Background: an optimization exercise with open tools, aiming at a short achievable clock period and few clock cycles. Do not read the settings as production practice.
The RTL was checked by simulation tests, not by an equivalence proof against the original design.
Power and IR drop assume default switching activity.

==> run a: inputs <==
// cpu_top
module cpu_top (
    input  logic                 clk,
    input  logic                 rst,
    output logic [32-1:0] imem_pc,
    input  logic [32-1:0] instruction,
    output logic [32-1:0] dmem_addr,
    output logic [32-1:0] dmem_wdata,
    output logic                 dmem_write,
    output logic                 dmem_read,
    input  logic [32-1:0] read_data
);
clock: 6.2 ns
lec_check: 0
abc_clock_period_in_ps: 2000
cap_margin: 20
core_margin: 2
core_utilization: 40
setup_slack_margin: 3.5
slew_margin: 20
tns_end_percent: 100
standard.sh (not shown) runs the stock make flow with config.mk's settings and CLKGATE_MAP_FILE= SYNTH_SCRIPT=/design/flow/synth_recipe.tcl, a recipe that flattens the netlist after the stock synthesis.
==> flow/flow/run.sh <==
#!/bin/bash
# Layout flow: the standard ORFS flow (standard.sh) with two changes.
# 1. Synthesis: ABC maps the logic with flow/abc_map.script (choices, then the
#    delay-oriented classic mapper) instead of ORFS's abc_speed.script, and the
#    adder step's full/half-adder extraction is skipped, so ABC sees adders as
#    plain logic. Registers are mapped before ABC by the standard script and
#    are unchanged.
# 2. Placement: the buffers that buffer_ports puts on every input and output
#    port are sky130_fd_sc_hd__buf_4 instead of the default delay buffer.
set -euo pipefail
W=$(pwd)
{
  echo "proc abc {args} { set i [lsearch -exact \$args -script]; if {\$i >= 0} { lset args [expr {\$i + 1}] $W/flow/abc_map.script }; yosys abc {*}\$args }"
  echo "proc extract_fa {args} { }"
  cat "$W/synth_recipe.tcl"
} > "$W/my_synth.tcl"
sed -e "s#$W/synth_recipe.tcl#$W/my_synth.tcl#g" \
    -e 's#"\${@:-finish}"#BUFFER_PORTS_ARGS="-buffer_cell sky130_fd_sc_hd__buf_4" "${@:-finish}"#' \
    "$W/standard.sh" > "$W/my_standard.sh"
grep -q "my_synth.tcl" "$W/my_standard.sh"
grep -q "BUFFER_PORTS_ARGS" "$W/my_standard.sh"
bash "$W/my_standard.sh" > "$W/flow_make.log" 2>&1
==> flow/flow/abc_map.script <==
strash
dch -f
map {D}
topo
buffer -c
topo
upsize -c {D}
dnsize -c {D}
==> inputs of run b, as changes to run a <==
--- a/flow/design.v
+++ b/flow/design.v
@@ -274,176 +274,105 @@
     output logic                 dmem_read,
     input  logic [32-1:0] read_data
 );
     logic [31:0] pc;
     logic [31:0] pc_n;       
     logic [31:0] ras;
     logic        d_valid;
     logic [31:0] d_instr;
-    logic [31:0] d_rsr, d_rtr;        
+    logic [31:0] d_rs_oh, d_rt_oh;    
     logic [31:0] d_pc4;
     logic        d_pred;
     logic [31:0] d_ptgt;
     logic        e_valid;
     logic [31:0] e_a, e_b, e_s;
     logic [31:0] e_fwv_a, e_fwv_b;    
     logic        e_fwd_s;
     logic [7:0]  e_sel;
     logic        e_we;
     logic [4:0]  e_rd;
-    logic        e_load, e_store, e_br, e_bne, e_jr, e_jr_ra, e_pred, e_back;
+    logic        e_load, e_store, e_br, e_bne, e_jr, e_pred;
     logic [31:0] e_ptgt;
     logic [31:0] e_pc4;
     logic [31:0] e_btgt;
     logic        m_we;
     logic [4:0]  m_rd;
     logic        m_load;
     logic        m_write, m_read;
     logic [31:0] m_result;
     logic [31:2] m_addr_n;   
     logic [31:0] m_sdata;
     logic        redirect;
-    logic        stall;
     logic [31:0] redirect_pc;
+    logic        stall;
     logic [31:0] pc4;
     logic [5:0]  f_op;
     logic        f_j, f_jal, f_br, f_jr, f_bpred, f_seq;
     logic [31:0] f_btgt;
     logic [31:0] f_next;
     logic [31:0] pc_nx;
     assign pc4     = pc + 32'd4;
     assign imem_pc = ~pc_n;
     assign f_op    = instruction[31:26];
     assign f_j     = (f_op[5:1] == 5'b00001);
     assign f_jal   = (f_op == 6'h03);
     assign f_br    = (f_op[5:1] == 5'b00010);
     assign f_jr    = (f_op == 6'h00) && (instruction[5:0] == 6'h08);
-    logic        lp_v, lp_tv;
-    logic [31:2] lp_tag;
-    logic [7:0]  lp_trip, lp_ecnt, lp_fcnt, lp_ecnt_nx;
-    logic        f_lp_match, f_lp_exit;
-    assign f_lp_match = lp_v && lp_tv && (pc4[31:2] == lp_tag);
-    assign f_lp_exit  = f_lp_match && (lp_fcnt == lp_trip);
-    assign f_bpred = f_br && !f_lp_exit &&
-                     (instruction[15] || (f_op[0] ^ (instruction[25:21] == instruction[20:16])));
+    assign f_bpred = f_br && (instruction[15] || (f_op[0] ^ (instruction[25:21] == instruction[20:16])));
     logic [15:0] f_bt_lo;
     logic        f_bt_c;
     logic [13:0] f_hi, f_hi_p1, f_hi_m1, f_bt_hi;
     ks_add #(.W(16), .L(4)) u_bt_add (
-        .a    (pc[17:2]),
+        .a    (pc4[17:2]),
         .b    (instruction[15:0]),
-        .cin  (1'b1),
+        .cin  (1'b0),
         .sum  (f_bt_lo),
         .cout (f_bt_c)
     );
-    assign f_hi    = pc[31:18];
+    assign f_hi    = pc4[31:18];
     assign f_hi_p1 = f_hi + 14'd1;
     assign f_hi_m1 = f_hi - 14'd1;
     assign f_bt_hi = instruction[15] ? (f_bt_c ? f_hi : f_hi_m1) : (f_bt_c ? f_hi_p1 : f_hi);
     assign f_btgt  = {f_bt_hi, f_bt_lo, 2'b00};
     assign f_seq  = !(f_j || f_bpred || f_jr);
     assign f_next = ({32{f_j}}     & {pc4[31:28], instruction[25:0], 2'b00})
                   | ({32{f_bpred}} & f_btgt)
-                  | ({32{f_jr}}    & f_jpred)
+                  | ({32{f_jr}}    & ras)
                   | ({32{f_seq}}   & pc4);
-    localparam int JT_N = 1 << 1;
-    logic [JT_N-1:0]          jt_v;
-    logic [JT_N-1:0][31:2]    jt_tag;
-    logic [JT_N-1:0][31:2]    jt_tgt;
-    logic [1-1:0]     jt_ptr;
-    logic [31:2]              f_jtgt;
-    logic                     f_jhit;
-    logic [31:0]              f_jpred;
-    logic                     jw_en;
-    logic [31:2]              jw_tag;
-    logic [31:2]              jw_tgt;
-    always_comb begin
-        f_jhit = 1'b0;
-        f_jtgt = '0;
-        for (int i = 0; i < JT_N; i++) begin
-            if (jt_v[i] && jt_tag[i] == pc[31:2]) begin
-                f_jhit = 1'b1;
-                f_jtgt = f_jtgt | jt_tgt[i];
-            end
-        end
-        f_jpred = f_jhit ? {f_jtgt, 2'b00} : ras;
-    end
-    always_ff @(posedge clk) begin
-        if (rst) begin
-            jt_v   <= '0;
-            jt_ptr <= '0;
-        end else if (jw_en) begin
-            jt_v[jt_ptr] <= 1'b1;
-            jt_ptr       <= jt_ptr + 1'b1;
-        end
-    end
-    for (genvar i = 0; i < JT_N; i++) begin : g_jt
-        always_ff @(posedge clk) begin
-            if (jw_en && jt_ptr == i) begin
-                jt_tag[i] <= jw_tag;
-                jt_tgt[i] <= jw_tgt;
-            end
-        end
-    end
     always_comb begin
         if (rst)           pc_nx = 32'h0000_0000;
         else if (redirect) pc_nx = redirect_pc;
         else if (stall)    pc_nx = pc;
         else               pc_nx = f_next;
     end
     always_ff @(posedge clk) begin
         pc   <= pc_nx;
         pc_n <= ~pc_nx;
         if (rst) begin
             ras <= '0;
         end else if (f_jal) begin
             ras <= pc4;
         end
     end
     always_ff @(posedge clk) begin
-        if (rst) begin
-            lp_fcnt <= '0;
-        end else if (redirect) begin
-            lp_fcnt <= lp_ecnt_nx;
-        end else if (!stall && f_lp_match) begin
-            lp_fcnt <= f_lp_exit ? '0 : lp_fcnt + 8'd1;
-        end
-    end
-    always_ff @(posedge clk) begin
         if (rst || redirect) begin
             d_valid <= 1'b0;
         end else if (!stall) begin
             d_valid <= 1'b1;
         end
-        if (stall) begin
-            d_rsr   <= d_rsv;
-            d_rtr   <= d_rtv;
-        end else begin
+        if (!stall) begin
             d_instr <= instruction;
-            d_rsr   <= f_rsv;
-            d_rtr   <= f_rtv;
+            d_rs_oh <= 32'd1 << instruction[25:21];
+            d_rt_oh <= 32'd1 << instruction[20:16];
             d_pc4   <= pc4;
             d_pred  <= f_bpred || f_jr;
-            d_ptgt  <= f_jpred;
+            d_ptgt  <= ras;
         end
     end
-    logic [31:0] f_rsv, f_rtv;
-    reg_file u_rf (
-        .clk    (clk),
-        .raddr1 (instruction[25:21]),
-        .raddr2 (instruction[20:16]),
-        .rsel1  (32'd1 << instruction[25:21]),
-        .rsel2  (32'd1 << instruction[20:16]),
-        .rdata1 (f_rsv),
-        .rdata2 (f_rtv),
-        .wen    (wb_we),
-        .waddr  (m_rd),
-        .wdata  (wb_data)
-    );
     logic [4:0]  d_rs, d_rt;
     logic        d_we;
     logic [4:0]  d_wreg;
     logic [7:0]  d_sel;
     logic        d_a_zero, d_b_reg, d_b_link, d_b_lui, d_b_zext;
     logic        d_uses_rs, d_uses_rt;
     logic        d_load, d_store, d_br, d_bne, d_jr;
     logic [31:0] d_rsv, d_rtv;
@@ -466,18 +395,28 @@
         .uses_rs  (d_uses_rs),
         .uses_rt  (d_uses_rt),
         .is_load  (d_load),
         .is_store (d_store),
         .is_br    (d_br),
         .is_bne   (d_bne),
         .is_jr    (d_jr)
     );
-    assign d_rsv = (wb_we && m_rd == d_rs && d_rs != '0) ? wb_data : d_rsr;
-    assign d_rtv = (wb_we && m_rd == d_rt && d_rt != '0) ? wb_data : d_rtr;
+    reg_file u_rf (
+        .clk    (clk),
+        .raddr1 (d_rs),
+        .raddr2 (d_rt),
+        .rsel1  (d_rs_oh),
+        .rsel2  (d_rt_oh),
+        .rdata1 (d_rsv),
+        .rdata2 (d_rtv),
+        .wen    (wb_we),
+        .waddr  (m_rd),
+        .wdata  (wb_data)
+    );
     assign d_imm = d_b_link ? d_pc4 :
                    d_b_lui  ? {d_instr[15:0], 16'h0000} :
                    d_b_zext ? {16'h0000, d_instr[15:0]} :
                               {{16{d_instr[15]}}, d_instr[15:0]};
     assign d_hit_rs = e_valid && e_we && (e_rd == d_rs);
     assign d_hit_rt = e_valid && e_we && (e_rd == d_rt);
     assign stall    = d_valid && e_valid && e_load &&
                       ((d_hit_rs && d_uses_rs) || (d_hit_rt && d_uses_rt));
@@ -494,18 +433,16 @@
         e_sel   <= d_sel;
         e_we    <= d_we;
         e_rd    <= d_wreg;
         e_load  <= d_load;
         e_store <= d_store;
         e_br    <= d_br;
         e_bne   <= d_bne;
         e_jr    <= d_jr;
-        e_jr_ra <= (d_rs == 5'd31);
-        e_back  <= d_instr[15];
         e_pred  <= d_pred;
         e_ptgt  <= d_ptgt;
         e_pc4   <= d_pc4;
         e_btgt  <= d_pc4 + {{14{d_instr[15]}}, d_instr[15:0], 2'b00};
     end
     logic [31:0] x_a, x_b, x_s;
     logic [31:0] x_res;
     logic        x_taken;
@@ -516,62 +453,27 @@
         .a      (x_a),
         .b      (x_b),
         .sel    (e_sel),
         .result (x_res)
     );
     assign x_taken     = (x_a == x_b) ^ e_bne;
     assign redirect    = e_valid && ((e_br && (x_taken != e_pred)) || (e_jr && (x_a != e_ptgt)));
     assign redirect_pc = e_jr ? x_a : (e_pred ? e_pc4 : e_btgt);
-    logic e_lp_br, e_lp_match;
-    assign e_lp_br    = e_valid && e_br && e_back;
-    assign e_lp_match = lp_v && (e_pc4[31:2] == lp_tag);
-    always_comb begin
-        lp_ecnt_nx = lp_ecnt;
-        if (e_lp_br) begin
-            if (e_lp_match) lp_ecnt_nx = x_taken ? lp_ecnt + 8'd1 : '0;
-            else if (!x_taken && e_pred) lp_ecnt_nx = '0;
-        end
-    end
-    always_ff @(posedge clk) begin
-        if (rst) begin
-            lp_v    <= 1'b0;
-            lp_tv   <= 1'b0;
-            lp_ecnt <= '0;
-        end else begin
-            lp_ecnt <= lp_ecnt_nx;
-            if (e_lp_br) begin
-                if (e_lp_match) begin
-                    if (!x_taken) begin
-                        lp_trip <= lp_ecnt;
-                        lp_tv   <= 1'b1;
-                    end
-                end else if (!x_taken && e_pred) begin
-                    lp_v   <= 1'b1;
-                    lp_tv  <= 1'b0;
-                    lp_tag <= e_pc4[31:2];
-                end
-            end
-        end
-    end
     always_ff @(posedge clk) begin
         if (rst) begin
             m_we    <= 1'b0;
             m_write <= 1'b0;
             m_read  <= 1'b0;
-            jw_en   <= 1'b0;
         end else begin
-            jw_en   <= e_valid && e_jr && !e_jr_ra && (x_a != e_ptgt);
             m_we    <= e_valid && e_we;
             m_write <= e_valid && e_store;
             m_read  <= e_valid && e_load;
         end
         m_rd     <= e_rd;
-        jw_tag   <= e_pc4[31:2] - 30'd1;
-        jw_tgt   <= x_a[31:2];
         m_load   <= e_load;
         m_result <= x_res;
         m_addr_n <= ~x_res[31:2];
         m_sdata  <= x_s;
         e_fwv_a  <= x_res & {32{d_hit_rs && !d_a_zero}};
         e_fwv_b  <= x_res & {32{d_hit_rt && d_b_reg}};
     end
     assign dmem_addr  = {~m_addr_n, 2'b00};
==> flow/flow/run.sh (replaced) <==
#!/bin/bash
# Layout flow: the standard ORFS flow (standard.sh), with one change to its synthesis:
# ABC maps the logic with flow/abc_map.script (choice computation, then delay-oriented
# mapping with the classic mapper) instead of ORFS's abc_speed.script, and the adder
# step's full/half-adder extraction is skipped so ABC sees the adders as plain logic.
# Registers are mapped before ABC by the standard script, so they are unchanged.
set -euo pipefail
W=$(pwd)
{
  echo "proc abc {args} { set i [lsearch -exact \$args -script]; if {\$i >= 0} { lset args [expr {\$i + 1}] $W/flow/abc_map.script }; yosys abc {*}\$args }"
  echo "proc extract_fa {args} { }"
  cat "$W/synth_recipe.tcl"
} > "$W/my_synth.tcl"
sed "s#$W/synth_recipe.tcl#$W/my_synth.tcl#g" "$W/standard.sh" > "$W/my_standard.sh"
grep -q "my_synth.tcl" "$W/my_standard.sh"
bash "$W/my_standard.sh" > "$W/flow_make.log" 2>&1
Settings changed: SETUP_SLACK_MARGIN 3.5 to 3.4.
==> inputs of run c, as changes to run a <==
--- a/flow/design.v
+++ b/flow/design.v
@@ -85,18 +85,16 @@
         logic [32-1:0] wdata;
         logic                 write;
         logic                 read;
     } dmem_req_t;
 endpackage
 `timescale 1ns/1ps
 module reg_file (
     input  logic                    clk,
-    input  logic [5-1:0] raddr1,
-    input  logic [5-1:0] raddr2,
     input  logic [32-1:0]   rsel1,     
     input  logic [32-1:0]   rsel2,     
     output logic [32-1:0]    rdata1,
     output logic [32-1:0]    rdata2,
     input  logic                    wen,
     input  logic [5-1:0] waddr,
     input  logic [32-1:0]    wdata
 );
@@ -113,18 +111,18 @@
     always_comb begin
         r1 = '0;
         r2 = '0;
         for (int i = 1; i < 32; i++) begin
             r1 = r1 | (regs[i] & {32{rsel1[i]}});
             r2 = r2 | (regs[i] & {32{rsel2[i]}});
         end
     end
-    assign rdata1 = (wen && waddr == raddr1 && raddr1 != '0) ? wdata : r1;
-    assign rdata2 = (wen && waddr == raddr2 && raddr2 != '0) ? wdata : r2;
+    assign rdata1 = r1;
+    assign rdata2 = r2;
 endmodule
 `timescale 1ns/1ps
 module ks_add #(
     parameter int W = 32,
     parameter int L = 5     
 ) (
     input  logic [W-1:0] a,
     input  logic [W-1:0] b,
@@ -313,20 +311,21 @@
     assign pc4     = pc + 32'd4;
     assign imem_pc = ~pc_n;
     assign f_op    = instruction[31:26];
     assign f_j     = (f_op[5:1] == 5'b00001);
     assign f_jal   = (f_op == 6'h03);
     assign f_br    = (f_op[5:1] == 5'b00010);
     assign f_jr    = (f_op == 6'h00) && (instruction[5:0] == 6'h08);
     logic        lp_v, lp_tv;
-    logic [31:2] lp_tag;
+    logic [11:2] lp_tag;
+    logic [31:2] lp_tag4;
     logic [7:0]  lp_trip, lp_ecnt, lp_fcnt, lp_ecnt_nx;
     logic        f_lp_match, f_lp_exit;
-    assign f_lp_match = lp_v && lp_tv && (pc4[31:2] == lp_tag);
+    assign f_lp_match = lp_v && lp_tv && (pc[11:2] == lp_tag);
     assign f_lp_exit  = f_lp_match && (lp_fcnt == lp_trip);
     assign f_bpred = f_br && !f_lp_exit &&
                      (instruction[15] || (f_op[0] ^ (instruction[25:21] == instruction[20:16])));
     logic [15:0] f_bt_lo;
     logic        f_bt_c;
     logic [13:0] f_hi, f_hi_p1, f_hi_m1, f_bt_hi;
     ks_add #(.W(16), .L(4)) u_bt_add (
         .a    (pc[17:2]),
@@ -342,30 +341,30 @@
     assign f_btgt  = {f_bt_hi, f_bt_lo, 2'b00};
     assign f_seq  = !(f_j || f_bpred || f_jr);
     assign f_next = ({32{f_j}}     & {pc4[31:28], instruction[25:0], 2'b00})
                   | ({32{f_bpred}} & f_btgt)
                   | ({32{f_jr}}    & f_jpred)
                   | ({32{f_seq}}   & pc4);
     localparam int JT_N = 1 << 1;
     logic [JT_N-1:0]          jt_v;
-    logic [JT_N-1:0][31:2]    jt_tag;
+    logic [JT_N-1:0][11:2]    jt_tag;     
     logic [JT_N-1:0][31:2]    jt_tgt;
     logic [1-1:0]     jt_ptr;
     logic [31:2]              f_jtgt;
     logic                     f_jhit;
     logic [31:0]              f_jpred;
     logic                     jw_en;
-    logic [31:2]              jw_tag;
+    logic [11:2]              jw_tag;
     logic [31:2]              jw_tgt;
     always_comb begin
         f_jhit = 1'b0;
         f_jtgt = '0;
         for (int i = 0; i < JT_N; i++) begin
-            if (jt_v[i] && jt_tag[i] == pc[31:2]) begin
+            if (jt_v[i] && jt_tag[i] == pc[11:2]) begin
                 f_jhit = 1'b1;
                 f_jtgt = f_jtgt | jt_tgt[i];
             end
         end
         f_jpred = f_jhit ? {f_jtgt, 2'b00} : ras;
     end
     always_ff @(posedge clk) begin
         if (rst) begin
@@ -424,18 +423,16 @@
             d_pc4   <= pc4;
             d_pred  <= f_bpred || f_jr;
             d_ptgt  <= f_jpred;
         end
     end
     logic [31:0] f_rsv, f_rtv;
     reg_file u_rf (
         .clk    (clk),
-        .raddr1 (instruction[25:21]),
-        .raddr2 (instruction[20:16]),
         .rsel1  (32'd1 << instruction[25:21]),
         .rsel2  (32'd1 << instruction[20:16]),
         .rdata1 (f_rsv),
         .rdata2 (f_rtv),
         .wen    (wb_we),
         .waddr  (m_rd),
         .wdata  (wb_data)
     );
@@ -466,26 +463,46 @@
         .uses_rs  (d_uses_rs),
         .uses_rt  (d_uses_rt),
         .is_load  (d_load),
         .is_store (d_store),
         .is_br    (d_br),
         .is_bne   (d_bne),
         .is_jr    (d_jr)
     );
-    assign d_rsv = (wb_we && m_rd == d_rs && d_rs != '0) ? wb_data : d_rsr;
-    assign d_rtv = (wb_we && m_rd == d_rt && d_rt != '0) ? wb_data : d_rtr;
+    logic        wbp_we;
+    logic [4:0]  wbp_rd;
+    logic [31:0] wbp_data;
+    always_ff @(posedge clk) begin
+        wbp_we   <= wb_we;
+        wbp_rd   <= m_rd;
+        wbp_data <= wb_data;
+    end
+    assign d_rsv = (wb_we && m_rd == d_rs && d_rs != '0)   ? wb_data  :
+                   (wbp_we && wbp_rd == d_rs && d_rs != '0) ? wbp_data : d_rsr;
+    assign d_rtv = (wb_we && m_rd == d_rt && d_rt != '0)   ? wb_data  :
+                   (wbp_we && wbp_rd == d_rt && d_rt != '0) ? wbp_data : d_rtr;
     assign d_imm = d_b_link ? d_pc4 :
                    d_b_lui  ? {d_instr[15:0], 16'h0000} :
                    d_b_zext ? {16'h0000, d_instr[15:0]} :
                               {{16{d_instr[15]}}, d_instr[15:0]};
     assign d_hit_rs = e_valid && e_we && (e_rd == d_rs);
     assign d_hit_rt = e_valid && e_we && (e_rd == d_rt);
-    assign stall    = d_valid && e_valid && e_load &&
-                      ((d_hit_rs && d_uses_rs) || (d_hit_rt && d_uses_rt));
+    logic f_uses_rs, f_uses_rt;
+    assign f_uses_rs = !((f_op == 6'h0f) || (f_op == 6'h03) || (f_op == 6'h02));
+    assign f_uses_rt = (f_op == 6'h00) || f_br || (f_op == 6'h2b);
+    always_ff @(posedge clk) begin
+        if (rst) begin
+            stall <= 1'b0;
+        end else begin
+            stall <= !stall && !redirect && d_valid && d_load && d_we &&
+                     (((d_wreg == instruction[25:21]) && f_uses_rs) ||
+                      ((d_wreg == instruction[20:16]) && f_uses_rt));
+        end
+    end
     always_ff @(posedge clk) begin
         if (rst || redirect || stall) begin
             e_valid <= 1'b0;
         end else begin
             e_valid <= d_valid;
         end
         e_a     <= (d_a_zero || d_hit_rs) ? '0 : d_rsv;
         e_b     <= d_b_reg ? (d_hit_rt ? '0 : d_rtv) : d_imm;
@@ -518,17 +535,17 @@
         .sel    (e_sel),
         .result (x_res)
     );
     assign x_taken     = (x_a == x_b) ^ e_bne;
     assign redirect    = e_valid && ((e_br && (x_taken != e_pred)) || (e_jr && (x_a != e_ptgt)));
     assign redirect_pc = e_jr ? x_a : (e_pred ? e_pc4 : e_btgt);
     logic e_lp_br, e_lp_match;
     assign e_lp_br    = e_valid && e_br && e_back;
-    assign e_lp_match = lp_v && (e_pc4[31:2] == lp_tag);
+    assign e_lp_match = lp_v && (e_pc4[31:2] == lp_tag4);
     always_comb begin
         lp_ecnt_nx = lp_ecnt;
         if (e_lp_br) begin
             if (e_lp_match) lp_ecnt_nx = x_taken ? lp_ecnt + 8'd1 : '0;
             else if (!x_taken && e_pred) lp_ecnt_nx = '0;
         end
     end
     always_ff @(posedge clk) begin
@@ -542,17 +559,18 @@
                 if (e_lp_match) begin
                     if (!x_taken) begin
                         lp_trip <= lp_ecnt;
                         lp_tv   <= 1'b1;
                     end
                 end else if (!x_taken && e_pred) begin
                     lp_v   <= 1'b1;
                     lp_tv  <= 1'b0;
-                    lp_tag <= e_pc4[31:2];
+                    lp_tag  <= e_pc4[11:2] - 10'd1;
+                    lp_tag4 <= e_pc4[31:2];
                 end
             end
         end
     end
     always_ff @(posedge clk) begin
         if (rst) begin
             m_we    <= 1'b0;
             m_write <= 1'b0;
@@ -560,17 +578,17 @@
             jw_en   <= 1'b0;
         end else begin
             jw_en   <= e_valid && e_jr && !e_jr_ra && (x_a != e_ptgt);
             m_we    <= e_valid && e_we;
             m_write <= e_valid && e_store;
             m_read  <= e_valid && e_load;
         end
         m_rd     <= e_rd;
-        jw_tag   <= e_pc4[31:2] - 30'd1;
+        jw_tag   <= e_pc4[11:2] - 10'd1;
         jw_tgt   <= x_a[31:2];
         m_load   <= e_load;
         m_result <= x_res;
         m_addr_n <= ~x_res[31:2];
         m_sdata  <= x_s;
         e_fwv_a  <= x_res & {32{d_hit_rs && !d_a_zero}};
         e_fwv_b  <= x_res & {32{d_hit_rt && d_b_reg}};
     end
==> metrics.log <==
[metrics] fin util: 50.8%
[metrics] share of layout cells above drive strength 1: 23.8%
[metrics] data-path buffer share of cell area in the final layout: 7.70%
[metrics] number of standard cells after synthesis: 8369
[metrics] outcome: finished clean
[metrics] Critical Path Fanout Max: 14
[metrics] final antenna diode count: 17
[metrics] overall routed net length: 434 mm
[metrics] tap cell count: 2805
[metrics] total power: 32.7 mW
[metrics] count of flip-flops and latches: 1860
[metrics] Net Switching: 9.78 mW
[metrics] endpoint of the worst register-to-register path: u_cpu.pc_n[15]
[metrics] simple logic cell fraction of the synthesized area: 14.8%
The numbers above come from run c.

==> metrics.log <==
[metrics] final antenna diode count: 20
[metrics] data-path buffer share of cell area in the final layout: 10.5%
[metrics] tap cell count: 2805
[metrics] outcome: finished clean
[metrics] Critical Path Fanout Max: 9
[metrics] simple logic cell fraction of the synthesized area: 15.4%
[metrics] count of flip-flops and latches: 1871
[metrics] fin util: 54.1%
[metrics] share of layout cells above drive strength 1: 30.2%
[metrics] overall routed net length: 467 mm
The numbers above come from run a.

==> metrics.log <==
[metrics] heaviest power group: sequential cells
[metrics] share of layout cells above drive strength 1: 21.8%
[metrics] fin util: 50.3%
[metrics] count of flip-flops and latches: 1627
[metrics] tap cell count: 2385
[metrics] outcome: finished clean
[metrics] simple logic cell fraction of the synthesized area: 14.9%
[metrics] area share of fa/ha/maj cells after synthesis: 0%
[metrics] final antenna diode count: 14
[metrics] final non-filler cell area: 91900 µm²
[metrics] number of standard cells after synthesis: 7152
[metrics] Critical Path Fanout Max: 7
[metrics] cell types occupying the most area after synthesis: sky130_fd_sc_hd__edfxtp_1 (47%), sky130_fd_sc_hd__dfxtp_1 (13%), sky130_fd_sc_hd__a22oi_1 (6.3%), sky130_fd_sc_hd__nand2_1 (5.7%), sky130_fd_sc_hd__nor2_1 (3.1%)
[metrics] data-path buffer share of cell area in the final layout: 7.54%
[metrics] commonest cells in the synthesized netlist: sky130_fd_sc_hd__edfxtp_1 (1151), sky130_fd_sc_hd__nand2_1 (1107), sky130_fd_sc_hd__a22oi_1 (613)
[metrics] Net Switching: 8.53 mW
The numbers above come from run b.

Testbench counts of run a, summed over its fixed seeds: cycles 140,957.
Testbench counts of run b, summed over its fixed seeds: cycles 143,943.
Testbench counts of run c, summed over its fixed seeds: cycles 140,957.

-- static timing again, ports no longer ideal --
The flow's constraints put no driver on any port. The routed layouts listed below were extracted and timed again, unchanged, in two steps. Step 1 assumes that a clkbuf_16 drives the clock port and a buf_2 every other input. Step 2 adds t to the input delays and takes it off the output delays; t is the mean of the earliest and latest rising clock arrival at the registers after step 1. Input paths then give back, and output paths get back, about the clock's delay inside the block. Three values: ideal, step 1, step 2; two values: the first two.
run	shift t [ns]	setup slack, ns	worst slew at a driven data input, ns
run a	0.975	2.954 / 2.908 / 1.933	0.45
run b	0.939	3.150 / 3.150 / 2.311	0.11
run c	0.963	2.654 / 2.631 / 1.668	0.23
After both steps every run listed still meets setup and hold. The setup slack of run a, which loses most, moves by -0.046 ns with the drivers and by -1.021 ns with both steps.
